Context: an optimization exercise on an open-source flow, tuned for a short achievable clock period and few clock cycles per item. The choices shown serve that exercise and are no tape-out recipe.
Where RTL was checked, it was by simulation tests only, not by an equivalence proof against the original.

==> inputs of run F <==
Design backend_core, start of the top module:
module backend_core (
    input  logic                     clk,
    input  logic                     rst_n,
    input  logic                     frontend_valid,
    input  logic [64-1:0]      fe_pc,
    input  logic [6:0]               fe_opcode,
    input  logic [5-1:0] fe_rd,
    input  logic [5-1:0] fe_rs1,
    input  logic [5-1:0] fe_rs2,
    input  logic [2:0]               fe_funct3,
    input  logic [6:0]               fe_funct7,
    input  logic [64-1:0]      fe_imm,
    output logic                     stall,
    output logic                     redirect,
    output logic [64-1:0]      redirect_pc,
    output logic                     dmem_req_valid,
    output logic [32-1:0]    dmem_addr,
    output logic [64-1:0]      dmem_wdata,
    output logic [8-1:0]    dmem_wstrb,
    output logic                     dmem_we,
    input  logic                     dmem_ready,
    input  logic                     dmem_resp_valid,
    input  logic [64-1:0]      dmem_resp_data,
    input  logic                     dmem_resp_error,
    output logic                     instr_retired,
    output logic                     mem_fault
);
export LEC_CHECK = 0
export CAP_MARGIN = 20
export CORE_MARGIN = 2
export CORE_UTILIZATION = 70
export PLACE_DENSITY = 0.8
export SETUP_SLACK_MARGIN = 2.5
export SLEW_MARGIN = 20
create_clock -name core_clock -period 6.0 [get_ports {clk}]
standard.sh (not shown) runs the stock make flow with config.mk's settings and CLKGATE_MAP_FILE= SYNTH_SCRIPT=/design/flow/synth_recipe.tcl, a recipe that flattens the netlist after the stock synthesis.
==> flow/flow/run.sh <==
#!/bin/bash
# The standard layout (standard.sh), with one change: Yosys's ABC maps the
# logic with a delay-oriented script (flow/abc_speed.script) in place of
# ORFS's default one. The scripts folder is a copy of ORFS's with only that
# file replaced, and sizing may change a cell's footprint (MATCH_CELL_FOOTPRINT=0).
# Synthesis, floorplan, power grid, placement, CTS and routing
# are otherwise ORFS's own.
set -euo pipefail
W=$PWD
rm -rf "$W/scripts"
cp -r "$FLOW_HOME/scripts" "$W/scripts"
cp "$W/flow/abc_speed.script" "$W/scripts/abc_speed.script"
bash "$W/standard.sh" SCRIPTS_DIR="$W/scripts" MATCH_CELL_FOOTPRINT=0 finish > "$W/standard_make.log" 2>&1
==> flow/flow/abc_speed.script <==
strash
dch
map -p
topo
buffer -c
stime -c
upsize -c
dnsize -c
==> run Z: changes against run F <==
--- a/flow/design.v
+++ b/flow/design.v
@@ -109,20 +109,21 @@
     logic        k_sub, k_arith;
     logic [15:3] addr_lo;
     logic [15:0] addr_h0, addr_h1;
     logic        addr_c;
     logic [63:0] wdata_q;        
     logic [7:0]  wstrb_q;
     logic [2:0]  off_q;
-    logic [7:0]  lane_q;         
+    logic [3:0]  lane_q;         
     logic [31:0] r_lo, r_hi0, r_hi1;
     logic        r_c, r_add;
-    logic [63:0] r_oth, ld_q;
+    logic [63:0] r_oth, ld_q;        
     logic        wb_v, wb_ld;
     logic [4:0]  wb_rd;
+    logic [31:1] wb_en;          
     function automatic logic br_taken(input logic [2:0] f3, input logic eq,
                                       input logic lt, input logic ltu);
         case (f3)
             3'b000:  br_taken = eq;
             3'b001:  br_taken = ~eq;
             3'b100:  br_taken = lt;
             3'b101:  br_taken = ~lt;
@@ -145,21 +146,33 @@
         inc_add16 = t[16:1];
     endfunction
     function automatic logic [31:0] inc_add32(input logic [31:0] x, input logic [31:0] y);
         logic [32:0] t;
         t = {x, 1'b1} + {y, 1'b1};
         inc_add32 = t[32:1];
     endfunction
+    logic [63:0] resp_sh, ld_res;
+    assign resp_sh = ld_q >> {off_q, 3'b000};
+    always_comb begin
+        case (k_f3)
+            3'b000:  ld_res = {{56{resp_sh[7]}}, resp_sh[7:0]};
+            3'b001:  ld_res = {{48{resp_sh[15]}}, resp_sh[15:0]};
+            3'b010:  ld_res = {{32{resp_sh[31]}}, resp_sh[31:0]};
+            3'b100:  ld_res = {56'b0, resp_sh[7:0]};
+            3'b101:  ld_res = {48'b0, resp_sh[15:0]};
+            3'b110:  ld_res = {32'b0, resp_sh[31:0]};
+            default: ld_res = resp_sh;
+        endcase
+    end
     logic [63:0] wb_val;
-    assign wb_val = wb_ld ? ld_q : r_add ? {r_c ? r_hi1 : r_hi0, r_lo} : r_oth;
-    logic wb_nz, wb_sg;
-    assign wb_nz = wb_ld ? (ld_q != 64'd0) :
+    assign wb_val = wb_ld ? ld_res : r_add ? {r_c ? r_hi1 : r_hi0, r_lo} : r_oth;
+    logic wb_nz;
+    assign wb_nz = wb_ld ? (ld_res != 64'd0) :
                    r_add ? ((r_lo != 32'd0) | (r_c ? (r_hi1 != 32'd0) : (r_hi0 != 32'd0))) :
                    (r_oth != 64'd0);
-    assign wb_sg = wb_ld ? ld_q[63] : r_add ? (r_c ? r_hi1[31] : r_hi0[31]) : r_oth[63];
     logic op_lui, op_auipc, op_imm, op_op, op_br, op_jal, op_jalr, op_ld, op_st;
     assign op_lui   = (fe_opcode == 7'b0110111);
     assign op_auipc = (fe_opcode == 7'b0010111);
     assign op_imm   = (fe_opcode == 7'b0010011);
     assign op_op    = (fe_opcode == 7'b0110011);
     assign op_br    = (fe_opcode == 7'b1100011);
     assign op_jal   = (fe_opcode == 7'b1101111);
@@ -171,31 +184,38 @@
     logic acc;
     assign acc = frontend_valid & ~busy;
     logic uses_a, uses_b, b_is_imm, d_wr;
     assign uses_a   = op_op | op_imm | op_br | op_jalr | op_ld | op_st;
     assign uses_b   = op_op | op_br | op_st;
     assign b_is_imm = op_imm | op_jalr;
     assign d_wr     = (op_op | op_imm | op_lui | op_auipc | op_jal | op_jalr) & (fe_rd != 5'd0);
-    logic wb_a, wb_b;
+    logic wb_a;
     assign wb_a = wb_v && (wb_rd == fe_rs1);
-    assign wb_b = wb_v && (wb_rd == fe_rs2);
+    logic [63:0] regs_nx [1:31];
+    logic [31:1] nz_nx;
+    always_comb begin
+        for (int i = 1; i < 32; i++) begin
+            regs_nx[i] = wb_en[i] ? wb_val : regs[i];
+            nz_nx[i]   = wb_en[i] ? wb_nz : nz[i];
+        end
+    end
     logic [31:0] sel_a, sel_b;
     always_comb begin
         for (int i = 0; i < 32; i++) begin
-            sel_a[i] = (fe_rs1 == i) && !wb_a;
-            sel_b[i] = (fe_rs2 == i) && !wb_b;
+            sel_a[i] = (fe_rs1 == i);
+            sel_b[i] = (fe_rs2 == i);
         end
     end
     logic [63:0] rd_a, rd_b;
     always_comb begin
-        rd_a = wb_a ? wb_val : 64'd0;
-        rd_b = wb_b ? wb_val : 64'd0;
+        rd_a = 64'd0;
+        rd_b = 64'd0;
         for (int i = 1; i < 32; i++) begin
-            rd_a = rd_a | ({64{sel_a[i]}} & regs[i]);
-            rd_b = rd_b | ({64{sel_b[i]}} & regs[i]);
+            rd_a = rd_a | ({64{sel_a[i]}} & regs_nx[i]);
+            rd_b = rd_b | ({64{sel_b[i]}} & regs_nx[i]);
         end
     end
     logic hz_a, hz_b, hz;
     assign hz_a = ex_go && k_wr && (k_rd == fe_rs1) && uses_a;
     assign hz_b = ex_go && k_wr && (k_rd == fe_rs2) && uses_b;
     assign hz   = hz_a | hz_b;
     logic [15:0] ea_lo;
@@ -216,23 +236,23 @@
             ea_c  = ea_c  | (sel_a[i] & lo[16]);
             ea_h0 = ea_h0 | ({16{sel_a[i]}} & h0);
             ea_h1 = ea_h1 | ({16{sel_a[i]}} & h1);
         end
     end
     logic nz_a, nz_b, sg_a, sg_b;
     always_comb begin
-        nz_a = wb_a & wb_nz;
-        nz_b = wb_b & wb_nz;
-        sg_a = wb_a & wb_sg;
-        sg_b = wb_b & wb_sg;
+        nz_a = 1'b0;
+        nz_b = 1'b0;
+        sg_a = 1'b0;
+        sg_b = 1'b0;
         for (int i = 1; i < 32; i++) begin
-            nz_a = nz_a | (sel_a[i] & nz[i]);
-            nz_b = nz_b | (sel_b[i] & nz[i]);
-            sg_a = sg_a | (sel_a[i] & regs[i][63]);
-            sg_b = sg_b | (sel_b[i] & regs[i][63]);
+            nz_a = nz_a | (sel_a[i] & nz_nx[i]);
+            nz_b = nz_b | (sel_b[i] & nz_nx[i]);
+            sg_a = sg_a | (sel_a[i] & regs_nx[i][63]);
+            sg_b = sg_b | (sel_b[i] & regs_nx[i][63]);
         end
     end
     logic same, z_a, z_b, f_eq, f_lt, f_ltu, d_fast, d_taken;
     assign same = (fe_rs1 == fe_rs2);
     assign z_a  = (fe_rs1 == 5'd0);
     assign z_b  = (fe_rs2 == 5'd0);
     always_comb begin
@@ -280,42 +300,32 @@
         if (k_auipc)
             x_oth = {tgt_c ? tgt_h1 : tgt_h0, tgt_lo};
         else if (!k_alu)
             x_oth = pre_q;
     end
     logic        x_taken;
     logic [31:0] x_ea;
-    logic [63:0] jalr_tgt;
+    logic [32:0] j_lo;
+    logic [31:0] j_h0, j_h1;
     assign x_taken  = br_taken(k_f3, a == b, $signed(a) < $signed(b), a < b);
     assign x_ea     = a[31:0] + imm_q[31:0];
-    assign jalr_tgt = {x_lo[32] ? x_hi1 : x_hi0, x_lo[31:1], 1'b0};
+    assign j_lo     = {1'b0, a[31:0]} + {1'b0, b[31:0]};
+    assign j_h0     = a[63:32] + b[63:32];
+    assign j_h1     = inc_add32(a[63:32], b[63:32]);
     logic [32:0] d_tlo;
     assign d_tlo = {1'b0, fe_pc[31:0]} + {1'b0, fe_imm[31:0]};
     assign dmem_req_valid = st_mreq;
     assign dmem_addr      = {addr_c ? addr_h1 : addr_h0, addr_lo, 3'b000};
     assign dmem_we        = k_st;
     always_comb begin
         dmem_wdata = 64'd0;
-        for (int k = 0; k < 8; k++)
+        for (int k = 0; k < 4; k++)
             dmem_wdata = dmem_wdata | ({64{lane_q[k]}} & (wdata_q << (8 * k)));
     end
     assign dmem_wstrb     = wstrb_q;
-    logic [63:0] resp_sh, ld_res;
-    assign resp_sh = dmem_resp_data >> {off_q, 3'b000};
-    always_comb begin
-        case (k_f3)
-            3'b000:  ld_res = {{56{resp_sh[7]}}, resp_sh[7:0]};
-            3'b001:  ld_res = {{48{resp_sh[15]}}, resp_sh[15:0]};
-            3'b010:  ld_res = {{32{resp_sh[31]}}, resp_sh[31:0]};
-            3'b100:  ld_res = {56'b0, resp_sh[7:0]};
-            3'b101:  ld_res = {48'b0, resp_sh[15:0]};
-            3'b110:  ld_res = {32'b0, resp_sh[31:0]};
-            default: ld_res = resp_sh;
-        endcase
-    end
     logic resp_ok, resp_load;
     assign resp_ok   = st_mwait & dmem_resp_valid & ~dmem_resp_error;
     assign resp_load = resp_ok & ~k_st & (k_rd != 5'd0);
     assign stall         = busy;
     assign instr_retired = (acc & ~d_long) | ret_q | resp_ok;
     assign mem_fault     = st_mwait & dmem_resp_valid & dmem_resp_error;
     assign redirect      = redir_q;
@@ -419,17 +429,18 @@
             tgt_h1 <= '0;
         end else if (acc) begin
             tgt_lo <= d_tlo[31:0];
             tgt_c  <= d_tlo[32];
             tgt_h0 <= fe_pc[63:32] + fe_imm[63:32];
             tgt_h1 <= inc_add32(fe_pc[63:32], fe_imm[63:32]);
         end else if (ex_go && k_jalr) begin
-            tgt_lo <= jalr_tgt[31:0];
-            tgt_c  <= 1'b0;
-            tgt_h0 <= jalr_tgt[63:32];
+            tgt_lo <= {j_lo[31:1], 1'b0};
+            tgt_c  <= j_lo[32];
+            tgt_h0 <= j_h0;
+            tgt_h1 <= j_h1;
         end
     end
     always_ff @(posedge clk or negedge rst_n) begin
         if (!rst_n) begin
             addr_lo <= '0;
             addr_c  <= 1'b0;
             addr_h0 <= '0;
@@ -439,59 +450,64 @@
             off_q   <= '0;
             lane_q  <= '0;
         end else if (acc) begin
             addr_lo <= ea_lo[15:3];
             addr_c  <= ea_c;
             addr_h0 <= ea_h0;
             addr_h1 <= ea_h1;
-            wdata_q <= rd_b;
+            wdata_q <= ea_lo[2] ? {rd_b[31:0], 32'd0} : rd_b;
             wstrb_q <= strobe(fe_funct3[1:0], ea_lo[2:0]);
             off_q   <= ea_lo[2:0];
-            lane_q  <= 8'd1 << ea_lo[2:0];
+            lane_q  <= 4'd1 << ea_lo[1:0];
         end else if (ex_go && k_mem) begin
             addr_lo <= x_ea[15:3];
             addr_c  <= 1'b0;
             addr_h0 <= x_ea[31:16];
-            wdata_q <= b;
+            wdata_q <= x_ea[2] ? {b[31:0], 32'd0} : b;
             wstrb_q <= strobe(k_f3[1:0], x_ea[2:0]);
             off_q   <= x_ea[2:0];
-            lane_q  <= 8'd1 << x_ea[2:0];
+            lane_q  <= 4'd1 << x_ea[1:0];
         end
     end
     always_ff @(posedge clk or negedge rst_n) begin
         if (!rst_n) begin
             r_lo  <= '0;
             r_hi0 <= '0;
             r_hi1 <= '0;
             r_c   <= 1'b0;
             r_add <= 1'b0;
             r_oth <= '0;
             ld_q  <= '0;
             wb_v  <= 1'b0;
             wb_ld <= 1'b0;
             wb_rd <= '0;
+            wb_en <= '0;
         end else begin
             r_lo  <= x_lo[31:0];
             r_hi0 <= x_hi0;
             r_hi1 <= x_hi1;
             r_c   <= x_lo[32];
             r_add <= k_alu & (k_f3 == 3'b000);
             r_oth <= x_oth;
-            ld_q  <= ld_res;
+            ld_q  <= dmem_resp_data;
             wb_v  <= (ex_go & k_wr) | resp_load;
             wb_ld <= resp_load;
             wb_rd <= k_rd;
+            for (int i = 1; i < 32; i++)
+                wb_en[i] <= ((ex_go & k_wr) | resp_load) && (k_rd == i);
         end
     end
     always_ff @(posedge clk or negedge rst_n) begin
         if (!rst_n) begin
             for (int i = 1; i < 32; i++) begin
                 regs[i] <= '0;
             end
             nz <= '0;
-        end else if (wb_v) begin
-            regs[wb_rd] <= wb_val;
-            nz[wb_rd]   <= wb_nz;
+        end else begin
+            for (int i = 1; i < 32; i++) begin
+                regs[i] <= regs_nx[i];
+                nz[i]   <= nz_nx[i];
+            end
         end
     end
 endmodule
 `default_nettype wire
==> flow/flow/run.sh (replaced) <==
#!/bin/bash
# The standard layout (standard.sh), with one change: Yosys's ABC maps the
# logic with a delay-oriented script (flow/abc_speed.script) in place of
# ORFS's default one. The scripts folder is a copy of ORFS's with only that
# file replaced; sizing may change a cell's footprint (MATCH_CELL_FOOTPRINT=0)
# and the port buffers are plain buffers (buf_4) rather than the delay cells
# buffer_ports may pick.
# Synthesis, floorplan, power grid, placement, CTS and routing
# are otherwise ORFS's own.
set -euo pipefail
W=$PWD
rm -rf "$W/scripts"
cp -r "$FLOW_HOME/scripts" "$W/scripts"
cp "$W/flow/abc_speed.script" "$W/scripts/abc_speed.script"
bash "$W/standard.sh" SCRIPTS_DIR="$W/scripts" MATCH_CELL_FOOTPRINT=0 \
    BUFFER_PORTS_ARGS="-buffer_cell sky130_fd_sc_hd__buf_4" finish > "$W/standard_make.log" 2>&1
==> flow/config.mk (replaced) <==
export PLATFORM = sky130hd
export DESIGN_NAME = backend_core
export DESIGN_NICKNAME = backend_core
export VERILOG_FILES = /design/flow/design.v
export SDC_FILE = /design/flow/constraint.sdc
export NUM_CORES = 8
export LEC_CHECK = 0
export CAP_MARGIN = 20
export CORE_MARGIN = 2
export CORE_UTILIZATION = 30
export PLACE_DENSITY = 0.4
export SETUP_SLACK_MARGIN = 2.5
export SLEW_MARGIN = 20
==> run H: changes against run F <==
--- a/flow/design.v
+++ b/flow/design.v
@@ -177,27 +177,29 @@
     assign d_wr     = (op_op | op_imm | op_lui | op_auipc | op_jal | op_jalr) & (fe_rd != 5'd0);
     logic wb_a, wb_b;
     assign wb_a = wb_v && (wb_rd == fe_rs1);
     assign wb_b = wb_v && (wb_rd == fe_rs2);
     logic [31:0] sel_a, sel_b;
     always_comb begin
         for (int i = 0; i < 32; i++) begin
-            sel_a[i] = (fe_rs1 == i) && !wb_a;
-            sel_b[i] = (fe_rs2 == i) && !wb_b;
+            sel_a[i] = (fe_rs1 == i);
+            sel_b[i] = (fe_rs2 == i);
         end
     end
-    logic [63:0] rd_a, rd_b;
+    logic [63:0] rf_a, rf_b, rd_a, rd_b;
     always_comb begin
-        rd_a = wb_a ? wb_val : 64'd0;
-        rd_b = wb_b ? wb_val : 64'd0;
+        rf_a = 64'd0;
+        rf_b = 64'd0;
         for (int i = 1; i < 32; i++) begin
-            rd_a = rd_a | ({64{sel_a[i]}} & regs[i]);
-            rd_b = rd_b | ({64{sel_b[i]}} & regs[i]);
+            rf_a = rf_a | ({64{sel_a[i]}} & regs[i]);
+            rf_b = rf_b | ({64{sel_b[i]}} & regs[i]);
         end
     end
+    assign rd_a = wb_a ? wb_val : rf_a;
+    assign rd_b = wb_b ? wb_val : rf_b;
     logic hz_a, hz_b, hz;
     assign hz_a = ex_go && k_wr && (k_rd == fe_rs1) && uses_a;
     assign hz_b = ex_go && k_wr && (k_rd == fe_rs2) && uses_b;
     assign hz   = hz_a | hz_b;
     logic [15:0] ea_lo;
     logic [15:0] ea_h0, ea_h1;
     logic        ea_c;
@@ -215,26 +217,31 @@
             ea_lo = ea_lo | ({16{sel_a[i]}} & lo[15:0]);
             ea_c  = ea_c  | (sel_a[i] & lo[16]);
             ea_h0 = ea_h0 | ({16{sel_a[i]}} & h0);
             ea_h1 = ea_h1 | ({16{sel_a[i]}} & h1);
         end
     end
     logic nz_a, nz_b, sg_a, sg_b;
+    logic rz_a, rz_b, rs_a, rs_b;
     always_comb begin
-        nz_a = wb_a & wb_nz;
-        nz_b = wb_b & wb_nz;
-        sg_a = wb_a & wb_sg;
-        sg_b = wb_b & wb_sg;
+        rz_a = 1'b0;
+        rz_b = 1'b0;
+        rs_a = 1'b0;
+        rs_b = 1'b0;
         for (int i = 1; i < 32; i++) begin
-            nz_a = nz_a | (sel_a[i] & nz[i]);
-            nz_b = nz_b | (sel_b[i] & nz[i]);
-            sg_a = sg_a | (sel_a[i] & regs[i][63]);
-            sg_b = sg_b | (sel_b[i] & regs[i][63]);
+            rz_a = rz_a | (sel_a[i] & nz[i]);
+            rz_b = rz_b | (sel_b[i] & nz[i]);
+            rs_a = rs_a | (sel_a[i] & regs[i][63]);
+            rs_b = rs_b | (sel_b[i] & regs[i][63]);
         end
     end
+    assign nz_a = wb_a ? wb_nz : rz_a;
+    assign nz_b = wb_b ? wb_nz : rz_b;
+    assign sg_a = wb_a ? wb_sg : rs_a;
+    assign sg_b = wb_b ? wb_sg : rs_b;
     logic same, z_a, z_b, f_eq, f_lt, f_ltu, d_fast, d_taken;
     assign same = (fe_rs1 == fe_rs2);
     assign z_a  = (fe_rs1 == 5'd0);
     assign z_b  = (fe_rs2 == 5'd0);
     always_comb begin
         f_eq  = 1'b1;
         f_lt  = 1'b0;
@@ -280,18 +287,21 @@
         if (k_auipc)
             x_oth = {tgt_c ? tgt_h1 : tgt_h0, tgt_lo};
         else if (!k_alu)
             x_oth = pre_q;
     end
     logic        x_taken;
     logic [31:0] x_ea;
-    logic [63:0] jalr_tgt;
+    logic [32:0] j_lo;
+    logic [31:0] j_h0, j_h1;
     assign x_taken  = br_taken(k_f3, a == b, $signed(a) < $signed(b), a < b);
     assign x_ea     = a[31:0] + imm_q[31:0];
-    assign jalr_tgt = {x_lo[32] ? x_hi1 : x_hi0, x_lo[31:1], 1'b0};
+    assign j_lo     = {1'b0, a[31:0]} + {1'b0, b[31:0]};
+    assign j_h0     = a[63:32] + b[63:32];
+    assign j_h1     = inc_add32(a[63:32], b[63:32]);
     logic [32:0] d_tlo;
     assign d_tlo = {1'b0, fe_pc[31:0]} + {1'b0, fe_imm[31:0]};
     assign dmem_req_valid = st_mreq;
     assign dmem_addr      = {addr_c ? addr_h1 : addr_h0, addr_lo, 3'b000};
     assign dmem_we        = k_st;
     always_comb begin
         dmem_wdata = 64'd0;
@@ -419,17 +429,18 @@
             tgt_h1 <= '0;
         end else if (acc) begin
             tgt_lo <= d_tlo[31:0];
             tgt_c  <= d_tlo[32];
             tgt_h0 <= fe_pc[63:32] + fe_imm[63:32];
             tgt_h1 <= inc_add32(fe_pc[63:32], fe_imm[63:32]);
         end else if (ex_go && k_jalr) begin
-            tgt_lo <= jalr_tgt[31:0];
-            tgt_c  <= 1'b0;
-            tgt_h0 <= jalr_tgt[63:32];
+            tgt_lo <= {j_lo[31:1], 1'b0};
+            tgt_c  <= j_lo[32];
+            tgt_h0 <= j_h0;
+            tgt_h1 <= j_h1;
         end
     end
     always_ff @(posedge clk or negedge rst_n) begin
         if (!rst_n) begin
             addr_lo <= '0;
             addr_c  <= 1'b0;
             addr_h0 <= '0;
==> flow/config.mk (replaced) <==
export PLATFORM = sky130hd
export DESIGN_NAME = backend_core
export DESIGN_NICKNAME = backend_core
export VERILOG_FILES = /design/flow/design.v
export SDC_FILE = /design/flow/constraint.sdc
export NUM_CORES = 8
export LEC_CHECK = 0
export CAP_MARGIN = 20
export CORE_MARGIN = 2
export CORE_UTILIZATION = 50
export PLACE_DENSITY = 0.6
export SETUP_SLACK_MARGIN = 2.5
export SLEW_MARGIN = 20
==> run summary <==
metric                                                                                              run Z                   run H                   run F
CTS buffer count                                                                                      362                     314                     314
Setup Buffers After CTS                                                                               138                     349                     731
Mapped cell area                                                                              240000 um^2             242000 um^2             246000 um^2
Sinks on the clock net                                                                               2751                    2724                    2724
Std cell rows                                                                                         328                     255                     217
Die W                                                                                              899 um                  700 um                  597 um
Worst setup timing slack at the placement stage                                                   -390 ps                 -203 ps                 -265 ps
Number of warnings reported in the yosys synthesis log                                                  3                       2                       2
Result of the run                                                                finished with violations  stopped before the end  stopped before the end
Failing step                                                                                            -          global routing          global routing
Violated checks                                           max-capacitance violations, max-slew violations                       -                       -
Total cell area at the placement stage                                                        272000 um^2             262000 um^2             261000 um^2
Xor/xnor cell area share of the yosys netlist                                                      0.0150                  0.0156                  0.0296
Number of buffers added to fix hold violations after cts                                                1                       0                       0
Cell Count Post-Placement                                                                           37700                   33600                   31500
DP Wirelength                                                                                  1620000 um              1370000 um              1150000 um
Number of instances in the synthesized netlist                                                      26400                   27000                   27200
Die height                                                                                         899 um                  700 um                  597 um
Routability-driven placement congestion ratio                                                        1.12                    1.28                    1.56
#FFs+latches synth                                                                                   2751                    2724                    2724
Compound-cell area share of the yosys netlist                                                       0.337                   0.308                   0.306
Testbench counts of run Z, summed over its fixed seeds: cycles 32,485, instrs 16,000.
Only the layout flow was run in run F and run H; the RTL was not checked for function there.

-- what the ideal ports hide --
The flow's constraints put no driver on any port. The routed layout listed below was extracted and timed again, unchanged, in two steps.
Step 1 (the two cells are an assumption about what drives the block):
set clk [get_ports {clk}]
set_driving_cell -lib_cell sky130_fd_sc_hd__clkbuf_16 $clk
set_driving_cell -lib_cell sky130_fd_sc_hd__buf_2 [delete_from_list [all_inputs] $clk]
Step 2 times the ports against the registers' clock, not the clock port: input delays grow and output delays shrink by t, the midpoint of the rising clock arrivals with the driver on.
Slacks: no drivers / after step 1 / after step 2; pairs: no drivers / after step 1.
run: run Z
t, ns: 1.313
slack for setup (ns): 0.689 / 0.689 / -0.280
hold WS [ns]: 0.160 / 0.033 / 0.479
clock arrival spread, ns: 0.145 / 0.145
cell pins on the clock port's net: 1
For run Z, drivers alone change the setup slack by 0.000 ns; drivers and shift together by -0.969 ns.
